This is an optimization exercise on Yosys and OpenROAD, whose aim is small area, not a production implementation. In this exercise RTL edits were held to simulation tests only and were not proved equivalent to the original. Power and IR drop assume default switching activity.

<file path="flow/run.sh">
#!/bin/bash
# synth_recipe.tcl (not shown) runs the flow's synth.tcl, then flattens the netlist and writes it again
# the make line also repeats each setting of config.mk as NAME=value (left out here)
make -C /OpenROAD-flow-scripts/flow DESIGN_CONFIG=/design/flow/config.mk WORK_HOME=/design/flow/orfs CLKGATE_MAP_FILE= SYNTH_SCRIPT=/design/flow/synth_recipe.tcl finish
</file>
<file path="flow/config.mk">
export PLATFORM = sky130hd
export DESIGN_NAME = int_sched_top
export DESIGN_NICKNAME = int_sched_top
export VERILOG_FILES = /design/flow/design.v
export SDC_FILE = /design/flow/constraint.sdc
export NUM_CORES = 4
export LEC_CHECK = 0
export CAP_MARGIN = 20
export CORE_MARGIN = 2
export CORE_UTILIZATION = 45
export SLEW_MARGIN = 20
</file>
<file path="flow/constraint.sdc">
create_clock -name core_clock -period 6.0 [get_ports {clk}]
set_input_delay 1.2000 -clock core_clock [delete_from_list [all_inputs] [get_ports {clk}]]
set_output_delay 1.2000 -clock core_clock [all_outputs]
set_load 0.01 [all_outputs]
</file>
<file path="flow/design.v">
package int_sched_pkg;
  typedef logic [15:0] rayID_t;
  typedef logic [15:0] triID_t;
  typedef struct packed {
    rayID_t rayID;
  } ray_t;
  typedef struct packed {
    triID_t triID;
  } intersection_t;
  typedef struct packed {
    ray_t        ray;
    logic [31:0] t_max;
    triID_t      tri0_ID;
    triID_t      tri1_ID;
    logic        tri1_valid;
  } int_pipe1_t;
  typedef struct packed {
    rayID_t rayID;
    logic   hit;
    triID_t triID;
  } int_result_t;
  localparam int INT_LAT_EM   = 28;
  localparam int INT_LAT_FULL = 47;
  function automatic int_result_t make_result(rayID_t id, logic hit, triID_t tri_id);
    make_result = {id, hit, (hit ? tri_id : 16'h0000)};
  endfunction
endpackage
module int_result_fifo
#(
  parameter int DEPTH = 64
) (
  input  logic                   clk,
  input  logic                   rst,
  input  logic                   wr0_en,
  input  int_sched_pkg::int_result_t            wr0_data,
  input  logic                   wr1_en,
  input  int_sched_pkg::int_result_t            wr1_data,
  input  logic                   rd_en,
  output int_sched_pkg::int_result_t            rd_data,
  output logic                   empty,
  output logic [$clog2(DEPTH):0] count
);
  localparam int AW = $clog2(DEPTH);
  localparam int CW = AW + 1;
  logic [32:0] mem_r [0:DEPTH-1];
  logic [AW-1:0] wptr_r;
  logic [AW-1:0] rptr_r;
  logic [AW-1:0] wr1_addr_s;
  logic [CW-1:0] cnt_r;
  assign wr1_addr_s = wptr_r + AW'(wr0_en);
  always_ff @(posedge clk) begin
    if (wr0_en) mem_r[wptr_r] <= wr0_data;
    if (wr1_en) mem_r[wr1_addr_s] <= wr1_data;
  end
  always_ff @(posedge clk or negedge rst) begin
    if (!rst) begin
      wptr_r <= '0;
      rptr_r <= '0;
      cnt_r  <= '0;
    end else begin
      wptr_r <= wptr_r + AW'(wr0_en) + AW'(wr1_en);
      rptr_r <= rptr_r + AW'(rd_en);
      cnt_r  <= cnt_r + CW'(wr0_en) + CW'(wr1_en) - CW'(rd_en);
    end
  end
  assign empty   = (cnt_r == '0);
  assign rd_data = empty ? '0 : mem_r[rptr_r];
  assign count   = cnt_r;
endmodule
module int_sched
#(
  parameter int DEPTH = 64
) (
  input  logic          clk,
  input  logic          rst,
  input  logic          ray_valid,
  input  int_sched_pkg::int_pipe1_t    ray_in,
  output logic          ray_stall,
  output logic          issue_valid,
  output int_sched_pkg::int_pipe1_t    issue_pipe,
  input  logic          em_miss,
  input  int_sched_pkg::ray_t          em_ray,
  input  logic          fr_valid,
  input  logic          fr_hit,
  input  int_sched_pkg::ray_t          fr_ray,
  input  int_sched_pkg::intersection_t fr_isect,
  output logic          we,
  input  logic          full,
  output int_sched_pkg::int_result_t   res_out,
  output logic          idle,
  output logic          err
);
  localparam int            CW      = $clog2(DEPTH) + 1;
  localparam logic [CW-1:0] DEPTH_C = CW'(DEPTH);
  logic [CW-1:0] cnt_s;
  logic [CW-1:0] avail_s;
  logic [CW-1:0] free_s;
  logic [CW-1:0] infl_r;
  logic [CW-1:0] infl_next_s;
  logic          accept_s;
  logic          em_ok_s;
  logic          fr_ok_s;
  logic          em_wr_s;
  logic          fr_wr_s;
  logic          err_evt_s;
  logic          empty_s;
  logic          we_s;
  logic          issue_valid_r;
  int_sched_pkg::int_pipe1_t    issue_pipe_r;
  logic          err_r;
  int_sched_pkg::int_result_t   em_res_s;
  int_sched_pkg::int_result_t   fr_res_s;
  assign avail_s   = DEPTH_C - cnt_s - infl_r;
  assign ray_stall = (avail_s == '0);
  assign accept_s  = ray_valid & ~ray_stall;
  assign we_s      = ~empty_s & ~full;
  assign em_ok_s = em_miss & (infl_r != '0);
  assign fr_ok_s = fr_valid & (infl_r > CW'(em_ok_s));
  assign free_s  = DEPTH_C - cnt_s + CW'(we_s);
  assign em_wr_s = em_ok_s & (free_s != '0);
  assign fr_wr_s = fr_ok_s & (free_s > CW'(em_wr_s));
  assign err_evt_s   = (em_miss & ~em_wr_s) | (fr_valid & ~fr_wr_s);
  assign infl_next_s = infl_r + CW'(accept_s) - CW'(em_ok_s) - CW'(fr_ok_s);
  assign em_res_s = int_sched_pkg::make_result(em_ray.rayID, 1'b0, 16'h0000);
  assign fr_res_s = int_sched_pkg::make_result(fr_ray.rayID, fr_hit, fr_isect.triID);
  int_result_fifo #(.DEPTH(DEPTH)) u_fifo (
    .clk      (clk),
    .rst      (rst),
    .wr0_en   (em_wr_s),
    .wr0_data (em_res_s),
    .wr1_en   (fr_wr_s),
    .wr1_data (fr_res_s),
    .rd_en    (we_s),
    .rd_data  (res_out),
    .empty    (empty_s),
    .count    (cnt_s)
  );
  always_ff @(posedge clk or negedge rst) begin
    if (!rst) begin
      issue_valid_r <= 1'b0;
      issue_pipe_r  <= '0;
      infl_r        <= '0;
      err_r         <= 1'b0;
    end else begin
      issue_valid_r <= accept_s;
      if (accept_s) begin
        issue_pipe_r <= ray_in;
      end
      infl_r <= infl_next_s;
      err_r  <= err_r | err_evt_s;
    end
  end
  assign issue_valid = issue_valid_r;
  assign issue_pipe  = issue_pipe_r;
  assign we          = we_s;
  assign err         = err_r;
  assign idle        = (infl_r == '0) & (cnt_s == '0) & ~issue_valid_r;
endmodule
module int_sched_top (
  input  logic        clk,
  input  logic        rst,
  input  logic        ray_valid,
  input  logic [80:0] ray_in,
  output logic        ray_stall,
  output logic        issue_valid,
  output logic [80:0] issue_pipe,
  input  logic        em_miss,
  input  logic [15:0] em_ray_id,
  input  logic        fr_valid,
  input  logic        fr_hit,
  input  logic [15:0] fr_ray_id,
  input  logic [15:0] fr_tri_id,
  output logic        we,
  input  logic        full,
  output logic [32:0] res_out,
  output logic        idle,
  output logic        err
);
  int_sched #(.DEPTH(64)) u_sched (
    .clk         (clk),
    .rst         (rst),
    .ray_valid   (ray_valid),
    .ray_in      (ray_in),
    .ray_stall   (ray_stall),
    .issue_valid (issue_valid),
    .issue_pipe  (issue_pipe),
    .em_miss     (em_miss),
    .em_ray      (em_ray_id),
    .fr_valid    (fr_valid),
    .fr_hit      (fr_hit),
    .fr_ray      (fr_ray_id),
    .fr_isect    (fr_tri_id),
    .we          (we),
    .full        (full),
    .res_out     (res_out),
    .idle        (idle),
    .err         (err)
  );
endmodule
</file>
==> impl_results.md, run 1 <==
- M1 WL: 137 mm
- Core outline area: 232000 um2
- Crit Reg-Reg Endpoint: u_sched.u_fifo.mem_r[30][25]$_DFFE_PP_
- Die X: 487 um
- Max-cap violations: 0
- Initial antenna violation count: 10
- Hold WS: 0.410 ns
- Most frequent cells in the layout: edfxtp_1 (2112), nor2_1 (1132), mux2_2 (1077)
- Clock Pin Slew Worst Setup and Hold Paths: 0.06 ns
- Initial Util: 0.452
- Final-report hold violation count: 0
- CTS Buffer Depth: 3
- Switching share of total power: 0.356
- P_leak: 40.9 nW
- Worst clock skew: 0.0517 ns
- Crit path kind: flop to output port
- Sequential power share: 0.358
- Top post-synthesis cells by area: edfxtp_1 (60%), mux4_2 (13%), mux2_2 (12%), nor2_1 (4.1%), dfrtp_1 (2.6%)
- DRT iter0 DRCs: 8662
- Sequential element share of the synthesized area: 0.631
- Routability Congestion: 0.899
- CP max FO: 22
- Netlist Area Pre-Place: 105000 um2
- Actual transition at the worst max-transition pin: 1.04 ns
- Clock sinks: 2221
- CTS root buf: clkbuf_16
- Row cnt: 177
- Final setup viols: 0
- Crit path launch type: flop
- Top cell type's share of synthesized area: 0.605
- Pint: 0.0340 W
- Total GRT Usage: 0.295
- Warnings, synthesis: 2
- RSZ-0062 raised after global routing: false
- Syn Nets: 6729
- Die area: 237000 um2
- Req. time, crit path: 4.80 ns
- IO buf count: 254
- Power Dens Cells: 430 nW/um2
- Max layer used: met5
- Residual DRC: 0
- Syn_area_per_cell: 16.0 um2
- R2R Setup Slk: 0.30 ns
- Max Slew Vio Count: 0
- Vias: 63800
- Mapped Cells: 6550
- CTS tree: built
- Layout cells sized above 1: 0.374
- Drt via density: 6.33
- HP Class: input pin to async pin
- Critical Path Sink Type: output port
- Area Overhead vs Synth: 17.1%
- Routed wl met3: 32.7 mm
- Die Height: 487 um
- Post-synthesis async set-or-reset flop share: 0.0491
- Finished Core Util: 0.529
- Crit path time final: 5.92 ns
- # H-tree levels: 4
- Routed WL: 353 mm
- Synth cell types: 63
- Gr ovfl total: 0
- WP data arrival: 4.72 ns
- Post-synth EDFFs: 2112
- Clk pwr share: 0.265
- Number of global-route vias before repair: 63300
- Routed Antenna Nets: 0
- Comb power frac: 0.378
- Pwr Total: 0.0528 W
- Yosys reg bits: 2221
- Primary FF master, synth: edfxtp_1
- R2R cell count: 22
- Synth area leader: edfxtp_1
- Nets: 7013
- I/O pins: 255
- Setup ws final: 0.0774 ns
- Period utilization: 0.987
- Met2 Routed Length: 168 mm
- Final HPWL DP: 218 mm
- Largest net degree at the start of global routing: 137
- CTS Buf Count: 231
- Routed WL per cell: 35.0 um
- Reg-to-reg startpoint: u_sched.u_fifo.cnt_r[0]$_DFF_PN0_
- Worst-Skew Late Latency: 0.92 ns
- Maximum VDD drop: 0.000403 V
- Max frequency: 169 MHz
- Most common library cell in the layout ignoring fill and taps: edfxtp_1
- Pre-Repair DR Iteration Count: 6
- Outcome: finished clean
- Post-Place Setup Slack: -0.121 ns
- First-pass GRT wire length: 493 mm
- Sw Pwr: 0.0188 W
- Slew headroom: 0.305
[worst max path at each step]
stage / depth (start not counted) / startpoint / slack (ns) / to
after global placement: 23 / full / -0.1 / u_sched.u_fifo.cnt_r[6]$_DFF_PN0_
after CTS: 8 / u_sched.u_fifo.rptr_r[0]$_DFF_PN0_ / 0.12 / res_out[19]
final: 7 / u_sched.u_fifo.rptr_r[2]$_DFF_PN0_ / 0.08 / res_out[18]
after floorplan: 19 / full / -0.67 / u_sched.u_fifo.mem_r[24][0]$_SDFFCE_PN0P_
after detailed placement: 18 / full / -0.12 / u_sched.u_fifo.mem_r[4][1]$_SDFFCE_PN0P_
after global routing: 23 / u_sched.u_fifo.cnt_r[0]$_DFF_PN0_ / 0.004 / u_sched.u_fifo.mem_r[30][25]$_DFFE_PP_
[layer usage]
layer  GRT usage  vias to the layer above
met1       0.402                    33900
li1            -                    25700
met5           0                        -
met2       0.472                     3479
met4       0.111                        8
met3      0.0561                      696
[stage by stage]
step / setup TNS (ns) / std cells / instance area (um2)
4_1_cts: 0 / 10100 / 123000
3_5_place_dp: -11.84 / 9640 / 116000
2_1_floorplan: -921.58 / 6550 / 105000
3_3_place_gp: -0.299 / 9640 / 116000
6_report: 0 / 10100 / 123000
5_1_grt: 0 / 10100 / 123000
[flip-flops by register name (all words and copies together), names as in the netlist]
name and count:
u_sched.u_fifo.cnt_r 7, u_sched.u_fifo.rptr_r 6, u_sched.u_fifo.mem_r 2112, u_sched.issue_pipe_r 81, u_sched.infl_r 7, u_sched.err_r 1, u_sched.u_fifo.wptr_r 6, u_sched.issue_valid_r 1
[cell type report]
type | count | area (um2)
Sequential cell | 2221 | 66200
Fill cell | 18800 | 109000
Tap cell | 3043 | 3810
Clock inverter | 124 | 1120
Multi-Input combinational cell | 3637 | 37000
Inverter | 34 | 133
Antenna cell | 8 | 20.0
Timing Repair Buffer | 709 | 8540
Clock buffer | 304 | 6130
[Yosys cell counts (20+ instances only)]
cell type	instances
buf_1	133
a21oi_1	36
mux2i_1	102
dfrtp_1	109
mux2_2	1077
edfxtp_1	2112
inv_1	33
o21ai_0	35
ha_1	39
a211oi_1	40
mux2_4	20
o22ai_1	49
clkbuf_1	424
nor2_1	1137
nor2b_1	32
o21bai_1	30
mux4_2	615
mux2_1	20
nand2_1	205
and2_1	36
buf_2	95
[cell families after synthesis]
group                      count (synthesis)  share of synthesized area
buffers and inverters                    692                     0.0263
and+or+nand+nor                         1495                     0.0575
muxes                                   1834                      0.262
adders and majority gates                 43                    0.00541
xor gates and xnor gates                  33                    0.00283
DFF                                     2221                      0.631
AOI/OAI and AO/OA                        232                     0.0150
[critical path, stage by stage, from the launching register on]
cell             delay, ns
dfrtp_4               0.75
buf_4                 0.44
mux4_2                0.35
a211oi_1              0.33
a21oi_1               0.18
mux2i_1               0.76
o22ai_1               0.33
clkdlybuf4s50_1       0.58
[power by group through the flow]
stage	clock network [W]	logic [W]	registers [W]
6_report	0.0140	0.0199	0.0189
5_1_grt	0.0147	0.0206	0.0189
4_1_cts	0.0141	0.0198	0.0189
3_5_place_dp	0	0.0196	0.0193
3_3_place_gp	0	0.0195	0.0192
2_1_floorplan	0	0.0111	0.0190
[timing repair]
action	4_1_cts	5_1_grt
hold buffers	0	0
gates resized for setup	0	2
endpoints found under the setup margin	10	38
setup buffers	4	0
==> run 2: changes to the inputs <==
==> flow/design.v (replaced) <==
module int_sched_top (
  input  logic        clk,
  input  logic        rst,
  input  logic        ray_valid,
  input  logic [80:0] ray_in,
  output logic        ray_stall,
  output logic        issue_valid,
  output logic [80:0] issue_pipe,
  input  logic        em_miss,
  input  logic [15:0] em_ray_id,
  input  logic        fr_valid,
  input  logic        fr_hit,
  input  logic [15:0] fr_ray_id,
  input  logic [15:0] fr_tri_id,
  output logic        we,
  input  logic        full,
  output logic [32:0] res_out,
  output logic        idle,
  output logic        err
);
  localparam int DEPTH = 64;
  logic [6:0]  used_r;
  logic [6:0]  infl_r;
  logic [5:0]  wptr_r;
  logic [5:0]  rptr_r;
  logic        issue_valid_r;
  logic        err_r;
  logic [80:0] issue_pipe_r;
  logic [DEPTH-1:0][32:0] mem_r;
  logic accept_s, rd_s, em_ok_s, fr_ok_s, n1_s, n2_s, err_evt_s;
  logic [32:0] em_res_s, fr_res_s, first_s, even_s, odd_s;
  assign ray_stall = used_r[6];
  assign accept_s  = ray_valid & ~used_r[6];
  assign rd_s      = (used_r != infl_r) & ~full;
  assign em_ok_s = em_miss & (infl_r != 7'd0);
  assign fr_ok_s = fr_valid & (em_ok_s ? (infl_r[6:1] != 6'd0) : (infl_r != 7'd0));
  assign n1_s    = em_ok_s | fr_ok_s;
  assign n2_s    = em_ok_s & fr_ok_s;
  assign err_evt_s = (em_miss & ~em_ok_s) | (fr_valid & ~fr_ok_s);
  assign em_res_s = {em_ray_id, 17'd0};
  assign fr_res_s = {fr_ray_id, fr_hit, fr_tri_id & {16{fr_hit}}};
  assign first_s  = em_ok_s ? em_res_s : fr_res_s;
  assign even_s   = wptr_r[0] ? fr_res_s : first_s;
  assign odd_s    = wptr_r[0] ? first_s : fr_res_s;
  always_ff @(posedge clk or negedge rst) begin
    if (!rst) begin
      used_r        <= '0;
      infl_r        <= '0;
      wptr_r        <= '0;
      rptr_r        <= '0;
      issue_valid_r <= 1'b0;
      err_r         <= 1'b0;
    end else begin
      used_r        <= used_r + 7'(accept_s) - 7'(rd_s);
      infl_r        <= infl_r + 7'(accept_s) - 7'(em_ok_s) - 7'(fr_ok_s);
      wptr_r        <= wptr_r + 6'(n1_s) + 6'(n2_s);
      rptr_r        <= rptr_r + 6'(rd_s);
      issue_valid_r <= accept_s;
      err_r         <= err_r | err_evt_s;
    end
  end
  always_ff @(posedge clk) issue_pipe_r <= ray_in;
  logic [DEPTH-1:0] wdec_s, wsel_s, hsel_s, rdec_s;
  always_comb begin
    for (int i = 0; i < DEPTH; i++) begin
      wdec_s[i] = (wptr_r == 6'(i));
      rdec_s[i] = (rptr_r == 6'(i));
    end
    for (int i = 0; i < DEPTH; i++) begin
      wsel_s[i] = (wdec_s[i] & n1_s) | (wdec_s[(i+DEPTH-1)%DEPTH] & n2_s);
      hsel_s[i] = ~(wdec_s[i] & n1_s) & ~(wdec_s[(i+DEPTH-1)%DEPTH] & n2_s);
    end
  end
  always_ff @(posedge clk) begin
    for (int i = 0; i < DEPTH; i++) begin
      mem_r[i] <= (mem_r[i] & {33{hsel_s[i]}}) |
                  (((i % 2) == 0 ? even_s : odd_s) & {33{wsel_s[i]}});
    end
  end
  always_comb begin
    res_out = '0;
    for (int i = 0; i < DEPTH; i++) res_out = res_out | (mem_r[i] & {33{rdec_s[i]}});
  end
  assign we          = rd_s;
  assign issue_valid = issue_valid_r;
  assign issue_pipe  = issue_pipe_r;
  assign err         = err_r;
  assign idle        = (used_r == 7'd0) & ~issue_valid_r;
endmodule
==> run 2 against run 1 <==
Compared with the run above:
- global-route usage is 0.76 points lower
- first-iteration DRC count fell by 12%
- routed wire length fell by 24%
- die area decreased by 23%
- non-clock buffer count is 185 lower
- largest power group is now sequential cells
- highest routed layer is now met4
- maximum frequency up 0.69%
- still clean on timing, DRC and antenna
- clock skew shrank 0.025 ns
- hold slack gained 0.076 ns
- register-to-register slack gained 1.7 ns
- clock power down 3%
- critical endpoint is now res_out[12]
==> impl_results.md, run 2 <==
- Outcome: finished clean
- Die Height: 427 um
- Vias: 48300
- I/O pins: 255
- Routed WL per cell: 35.3 um
- Warnings, synthesis: 1
- Netlist Area Pre-Place: 80600 um2
- RSZ-0062 raised after global routing: false
- Syn Nets: 4660
- Most common cell in the netlist: edfxtp_1
- Slew headroom: 0.0922
- Req. time, crit path: 4.80 ns
- Total GRT Usage: 0.288
- Yosys reg bits: 2221
- Largest net degree at the start of global routing: 35
- IO buf count: 254
- Routability Congestion: 0.889
- Crit path time final: 5.88 ns
- CTS Buffer Depth: 3
- Max frequency: 170 MHz
- Crit path launch type: flop
- Worst clock skew: 0.0267 ns
- Mux cell area share after synthesis: 0.0137
- Post-synth EDFFs: 2112
- Simple-gate share of the synthesized area: 0.0499
- Clock sinks: 2221
- Routed WL: 266 mm
- CTS root buf: clkbuf_16
- Hold path start: err_r$_DFF_PN0_
- Hold-fix buffers, CTS: 0
- Final HPWL DP: 158 mm
- Sequential element share of the synthesized area: 0.816
- # fillers: 14000
- # H-tree levels: 4
- Power Dens Cells: 438 nW/um2
- Commonest cells post-synth: edfxtp_1 (2112), a22oi_1 (1016), nand2_1 (255)
- Setup TNS: 0 ns
- Residual DRC: 0
- Nets: 5167
- Reg-to-reg startpoint: infl_r[2]$_DFF_PN0_
- Most frequent cells in the layout: edfxtp_1 (2112), a22oi_1 (1016), clkdlybuf4s50_1 (254)
- CTS Buf Count: 219
- Layout cells sized above 1: 0.161
- R2R cell count: 11
- Final-report hold violation count: 0
- DRT iter0 DRCs: 7627
- CP Launch Point: rptr_r[4]$_DFF_PN0_
- Actual transition at the worst max-transition pin: 1.35 ns
- Initial Util: 0.452
- Routed Antenna Nets: 0
- Initial antenna violation count: 5
- Post-synthesis async set-or-reset flop share: 0.0126
- Largest family of logic cells by synthesized area: compound AO/OA/AOI/OAI gates
- Crit path kind: flop to output port
- Max Slew Vio Count: 0
- Clock Pin Slew Worst Setup and Hold Paths: 0.06 ns
- Max-cap violations: 0
- HP Class: flop to flop
- Mapped Cells: 4495
- P_leak: 31.1 nW
- Number of global-route vias before repair: 46500
- Synth cell types: 53
- Top cell type's share of synthesized area: 0.787
- Maximum VDD drop: 0.000383 V
- Worst Hold Path Cells: 1
- Top post-synthesis cells by area: edfxtp_1 (79%), a22oi_1 (9.5%), dfxtp_1 (2.0%), mux2_2 (1.4%), nand2_1 (1.2%)
- Post-Synth XOR/XNOR Area: 0.00272
- Synth area leader: edfxtp_1
- Primary FF master, synth: edfxtp_1
- Adder-Cell Fraction of Synth Area: 0.00488
- R2R Setup Slk: 1.99 ns
- Critical Path Sink Type: output port
- Final setup viols: 0
- CTS tree: built
- Area Overhead vs Synth: 18.2%
- Die X: 427 um
- Worst-Skew Late Latency: 0.84 ns
- Syn_area_per_cell: 17.9 um2
- CP max FO: 14
- Row cnt: 155
- Die area: 182000 um2
- Core outline area: 178000 um2
- First-pass GRT wire length: 364 mm
- Synth Area in Compound Gates: 0.0979
- Pre-Repair DR Iteration Count: 6
- WP data arrival: 4.68 ns
- Pwr Total: 0.0417 W
- Most common library cell in the layout ignoring fill and taps: edfxtp_1
- Drt via density: 6.40
- Period utilization: 0.980
- Gr ovfl total: 0
- Hold Path Sink: err_r$_DFF_PN0_
==> run 2: changes by cell type in the layout (fill, tap and decap cells not counted), sizes merged, moves of 40 or more <==
cell | previous run | this run
a211oi | 40 | 0
dfrtp | 109 | 28
nor3 | 9 | 84
a22oi | 0 | 1016
mux2 | 1117 | 98
dfxtp | 0 | 81
nor2 | 1151 | 130
mux2i | 102 | 0
nand4 | 2 | 139
buf | 488 | 270
mux4 | 615 | 0
nand2 | 205 | 255
==> run 2: cell type report <==
type                            instances  area (um2)  share of cell area
Timing Repair Buffer                  524        4860              0.0510
Sequential cell                      2221       65700               0.690
Clock buffer                          285        5880              0.0617
Inverter                               32         120             0.00126
Tap cell                             2355        2950              0.0309
Clock inverter                        122        1170              0.0123
Antenna cell                            2        5.00           0.0000525
Multi-Input combinational cell       2004       14500               0.153
==> run 2: metrics by stage <==
stage	area, um2	setup WS (ns)	util	std cells	hold WS [ns]
floorplan	80600	0.872	-	4495	0.480
global placement	87900	0.354	0.493	7112	0.463
detailed placement	87900	0.697	0.493	7112	0.478
CTS	95000	0.0280	0.533	7519	0.493
global route	95300	0.0481	0.535	7544	0.529
finish	95300	0.118	0.535	7545	0.486
==> run 2: worst max-delay path: stages, from the launching register on <==
cell             delay (ns)
dfrtp_1                0.51
or2_2                  0.69
nor2_4                 0.29
buf_4                  0.31
a22oi_1                0.23
nand4_1                0.18
nor3_1                 0.71
nand4_1                0.31
clkdlybuf4s50_1        0.56
==> run 2: layer usage <==
metal	global-route usage	wire, um	up-vias
met1	0.390	99700	25000
met4	0.117	12700	0
met5	0	0	-
met3	0.0665	31500	546
li1	-	-	19500
met2	0.450	122000	3291
==> run 2: worst max path at each step <==
stage                              to  slack [ns]
final                     res_out[12]        0.12
after global routing      res_out[19]        0.05
after CTS                 res_out[30]        0.03
after detailed placement   res_out[0]        0.70
after global placement     res_out[4]        0.35
after floorplan                  flop        0.87
==> run 2: logic make-up (layout without fill, tap and decap cells) <==
family / after synthesis / count (layout)
AO/OA/AOI/OAI: 1056 / 1056
XOR/XNOR: 25 / 25
multiplexers: 98 / 98
AND/OR/NAND/NOR: 793 / 796
buffers and inverters: 273 / 963
flip-flops: 2221 / 2221
adder cells (fa/ha/maj): 29 / 29
other: 0 / 2
==> run 2: repair_timing <==
| item | 4_1_cts | 5_1_grt |
|---|---|---|
| gates cloned | 0 | 3 |
| setup buffers | 0 | 21 |
| pin swaps | 0 | 10 |
| gates resized for setup | 3 | 14 |
| endpoints found under the setup margin | 3 | 21 |
==> run 2: report_power, final <==
group          internal [W]  switching, W  total, W
Sequential           0.0188      0.000493    0.0193
Combinational       0.00264       0.00621   0.00885
Clock               0.00767       0.00589    0.0136
Total                0.0291        0.0126    0.0417
==> run 3: changes to the inputs <==
--- a/flow/config.mk
+++ b/flow/config.mk
@@ -7,5 +7,6 @@
 export LEC_CHECK = 0
-export CAP_MARGIN = 20
+export CAP_MARGIN = 0
 export CORE_MARGIN = 2
 export CORE_UTILIZATION = 45
-export SLEW_MARGIN = 20
+export CTS_BUF_LIST = sky130_fd_sc_hd__clkbuf_8
+export SLEW_MARGIN = 0
==> run 3 against run 2 <==
Compared with the run above:
- still clean on timing, DRC and antenna
- clock power fell by about 10%
- utilization down 0.20 points
- die area unchanged
- power down 3.2%
- synthesized cell count stayed put
- clock skew grew 0.016 ns
==> impl_results.md, run 3 <==
- Synth area leader: edfxtp_1
- Switching share of total power: 0.313
- Power Dens Cells: 425 nW/um2
- DRT iter0 DRCs: 7189
- Non-filler cells, final: 7780
- Sw Pwr: 0.0126 W
- Syn_area_per_cell: 17.9 um2
- Drt via density: 6.32
- Post-synthesis async set-or-reset flop share: 0.0126
- Worst-Skew Late Latency: 1.07 ns
- Actual transition at the worst max-transition pin: 1.29 ns
- Syn Nets: 4660
- First-pass GRT wire length: 368 mm
- Initial Util: 0.452
- Gr ovfl total: 0
- Comb power frac: 0.220
- Routed WL: 268 mm
- Most common cell in the netlist: edfxtp_1
- Sequential power share: 0.478
- Nets: 5335
- Post-synth EDFFs: 2112
- I/O pins: 255
- Area Overhead vs Synth: 17.8%
- Netlist Area Pre-Place: 80600 um2
- Setup TNS: 0 ns
- Cell family with most CP delay: simple AND/OR/NAND/NOR gates
- Final HPWL DP: 158 mm
- Commonest cells post-synth: edfxtp_1 (2112), a22oi_1 (1016), nand2_1 (255)
- Pint: 0.0278 W
- Core outline area: 178000 um2
- Period utilization: 0.991
- Warnings, synthesis: 1
- CTS tree: built
- Number of global-route vias before repair: 47900
- Total GRT Usage: 0.291
- Vias: 49200
- CTS Buf Count: 371
- Sequential element share of the synthesized area: 0.816
- Row cnt: 155
- Synth cell types: 53
- WP buf/inv: 2
- Final setup viols: 0
- CP max FO: 20
- Initial antenna violation count: 5
- # H-tree levels: 5
- Yosys reg bits: 2221
- Slowest stage delay, CP: 0.80 ns
- Pre-Repair DR Iteration Count: 6
- Die Height: 427 um
- Crit path kind: flop to output port
- Worst clock skew: 0.0425 ns
- Max-cap violations: 0
- CTS Buffer Depth: 4
- Critical path's slowest cell: nor2_4
- RSZ-0062 raised after global routing: false
- Top post-synthesis cells by area: edfxtp_1 (79%), a22oi_1 (9.5%), dfxtp_1 (2.0%), mux2_2 (1.4%), nand2_1 (1.2%)
- Die X: 427 um
- Clk pwr share: 0.302
- Die area: 182000 um2
- Residual DRC: 0
- Routed WL per cell: 34.5 um
- Top cell type's share of synthesized area: 0.787
- Crit path time final: 5.94 ns
- HP Class: flop to flop
- Mapped Cells: 4495
- Maximum VDD drop: 0.000418 V
- Inst Count DP: 7112
- IO buf count: 254
- Final-report hold violation count: 0
- FF/Latch Area: 65700 um2
- WP data arrival: 4.74 ns
- P_leak: 31.5 nW
- Crit path launch type: flop
- Outcome: finished clean
- Routed Antenna Nets: 0
- Area of the multi-input gates: 14600 um2
- Clock sinks: 2221
- Layout cells sized above 1: 0.181
- Slew headroom: 0.137
- Routability Congestion: 0.889
- Most frequent cells in the layout: edfxtp_1 (2112), a22oi_1 (1016), clkbuf_8 (383)
- # fillers: 14200
- CP cell instances: nand4bb_1 > nor2_4 > buf_4 > a22oi_1 > nand4_1 > nor4_1 > nand3_1 > clkdlybuf4s50_1
- Max frequency: 168 MHz
- Req. time, crit path: 4.80 ns
- CTS root buf: clkbuf_8
- Primary FF master, synth: edfxtp_1
- Critical Path Sink Type: output port
- Largest net degree at the start of global routing: 35
- Most common library cell in the layout ignoring fill and taps: edfxtp_1
- Max Slew Vio Count: 0
- Clock Pin Slew Worst Setup and Hold Paths: 0.06 ns
## run 3: changes by cell type in the layout (fill, tap and decap cells not counted), moves of 3 or more
| cell | previous run | this run |
|---|---|---|
| clkbuf_8 | 8 | 383 |
| clkinv_1 | 45 | 81 |
| buf_4 | 247 | 261 |
| clkbuf_1 | 52 | 0 |
| clkbuf_16 | 222 | 0 |
| inv_1 | 32 | 140 |
| clkinv_8 | 6 | 0 |
| clkinv_4 | 9 | 1 |
| nor3_1 | 68 | 64 |
| bufinv_16 | 18 | 9 |
| nor3_2 | 16 | 20 |
| diode_2 | 2 | 5 |
| buf_12 | 23 | 26 |
| clkbuf_2 | 3 | 0 |
## run 3: cell type report
type                            instances  share of cell area
Tap cell                             2355              0.0310
Clock inverter                        240              0.0129
Inverter                               32             0.00127
Multi-Input combinational cell       2003               0.153
Clock buffer                          383              0.0555
Sequential cell                      2221               0.693
Timing Repair Buffer                  541              0.0529
Antenna cell                            5            0.000132
## run 3: final timing paths
path                                     start                      end  slack, ns  depth (start not counted)
max in group asynchronous                  rst      rptr_r[2]$_DFF_PN0_       5.06                          2
min reg2reg                    err_r$_DFF_PN0_          err_r$_DFF_PN0_       0.50                          1
min                            err_r$_DFF_PN0_          err_r$_DFF_PN0_       0.50                          1
min in group asynchronous                  rst  issue_valid_r$_DFF_PN0_       0.57                          2
max reg2reg                infl_r[2]$_DFF_PN0_                     flop       2.00                         11
max                        rptr_r[1]$_DFF_PN0_              res_out[18]       0.06                          8
## run 3: kinds of logic after synthesis
logic type / Yosys count / share of synthesized area
fa+ha+maj: 29 / 0.00488
buf+inv: 273 / 0.0150
compound gates: 1056 / 0.0979
flops: 2221 / 0.816
simple gates: 793 / 0.0499
xor+xnor: 25 / 0.00272
mux: 98 / 0.0137
## run 3: per-stage QoR
step | cell area, um2 | setup WS (ns) | power, W | hold slack, ns | util
6_report | 94900 | 0.0561 | 0.0404 | 0.502 | 0.533
5_1_grt | 94900 | 0.0207 | 0.0415 | 0.534 | 0.532
4_1_cts | 94800 | 0.0543 | 0.0404 | 0.510 | 0.532
3_5_place_dp | 87900 | 0.313 | 0.0283 | 0.478 | 0.493
3_3_place_gp | 87900 | 0.354 | 0.0281 | 0.463 | 0.493
2_1_floorplan | 80600 | 0.872 | 0.0232 | 0.480 | -
## run 3: timing repair
action,4_1_cts,5_1_grt
setup buffers,34,4
hold buffers,0,0
gates resized for setup,23,5
endpoints found under the setup margin,32,19
pin swaps,7,0
gates cloned,2,0
## run 3: power groups by stage
stage	sequential, W	clock, W	combinational [W]
2_1_floorplan	0.0194	0	0.00380
3_3_place_gp	0.0196	0	0.00857
3_5_place_dp	0.0196	0	0.00865
4_1_cts	0.0193	0.0123	0.00878
5_1_grt	0.0194	0.0129	0.00919
6_report	0.0193	0.0122	0.00888
## run 3: metal layers
| metal | GRT usage | routed length [um] | vias to the layer above | part of all wire |
|---|---|---|---|---|
| met5 | 0 | 11 | - | 0.000041 |
| met3 | 0.0726 | 32300 | 656 | 0.12 |
| met1 | 0.389 | 99700 | 25200 | 0.37 |
| met4 | 0.138 | 14200 | 2 | 0.053 |
| met2 | 0.449 | 122000 | 3525 | 0.45 |
| li1 | - | - | 19800 | - |

afterwards: timing with drivers on the ports:
The flow's constraints put no driver on any port. The routed layouts listed below were extracted and timed again, unchanged, in two steps. Step 1 (the two cells are an assumption about what drives the block):
set clk [get_ports {clk}]
set_driving_cell -lib_cell sky130_fd_sc_hd__clkbuf_16 $clk
set_driving_cell -lib_cell sky130_fd_sc_hd__buf_2 [delete_from_list [all_inputs] $clk]
Step 2 also shifts input and output timing later by t, the mid clock arrival at the registers, as if the neighbouring blocks saw the same clock. Three values: ideal, step 1, step 2; two values: the first two.
run	t, ns	setup slack, ns	latest minus earliest clock arrival (ns)	slew at the worst register clock pin (ns)	pins driven straight from the clock port
run 1	0.990	0.077 / -0.012 / -0.188	0.060 / 0.060	0.07 / 0.07	1
run 2	0.916	0.118 / 0.034 / 0.950	0.036 / 0.036	0.07 / 0.07	1
run 3	1.123	0.056 / -0.025 / 1.097	0.064 / 0.065	0.07 / 0.07	1
With both steps, setup timing fails in run 1, where it was met with ideal ports. For run 1, which loses most, drivers alone change the setup slack by -0.089 ns; drivers and shift together by -0.265 ns.
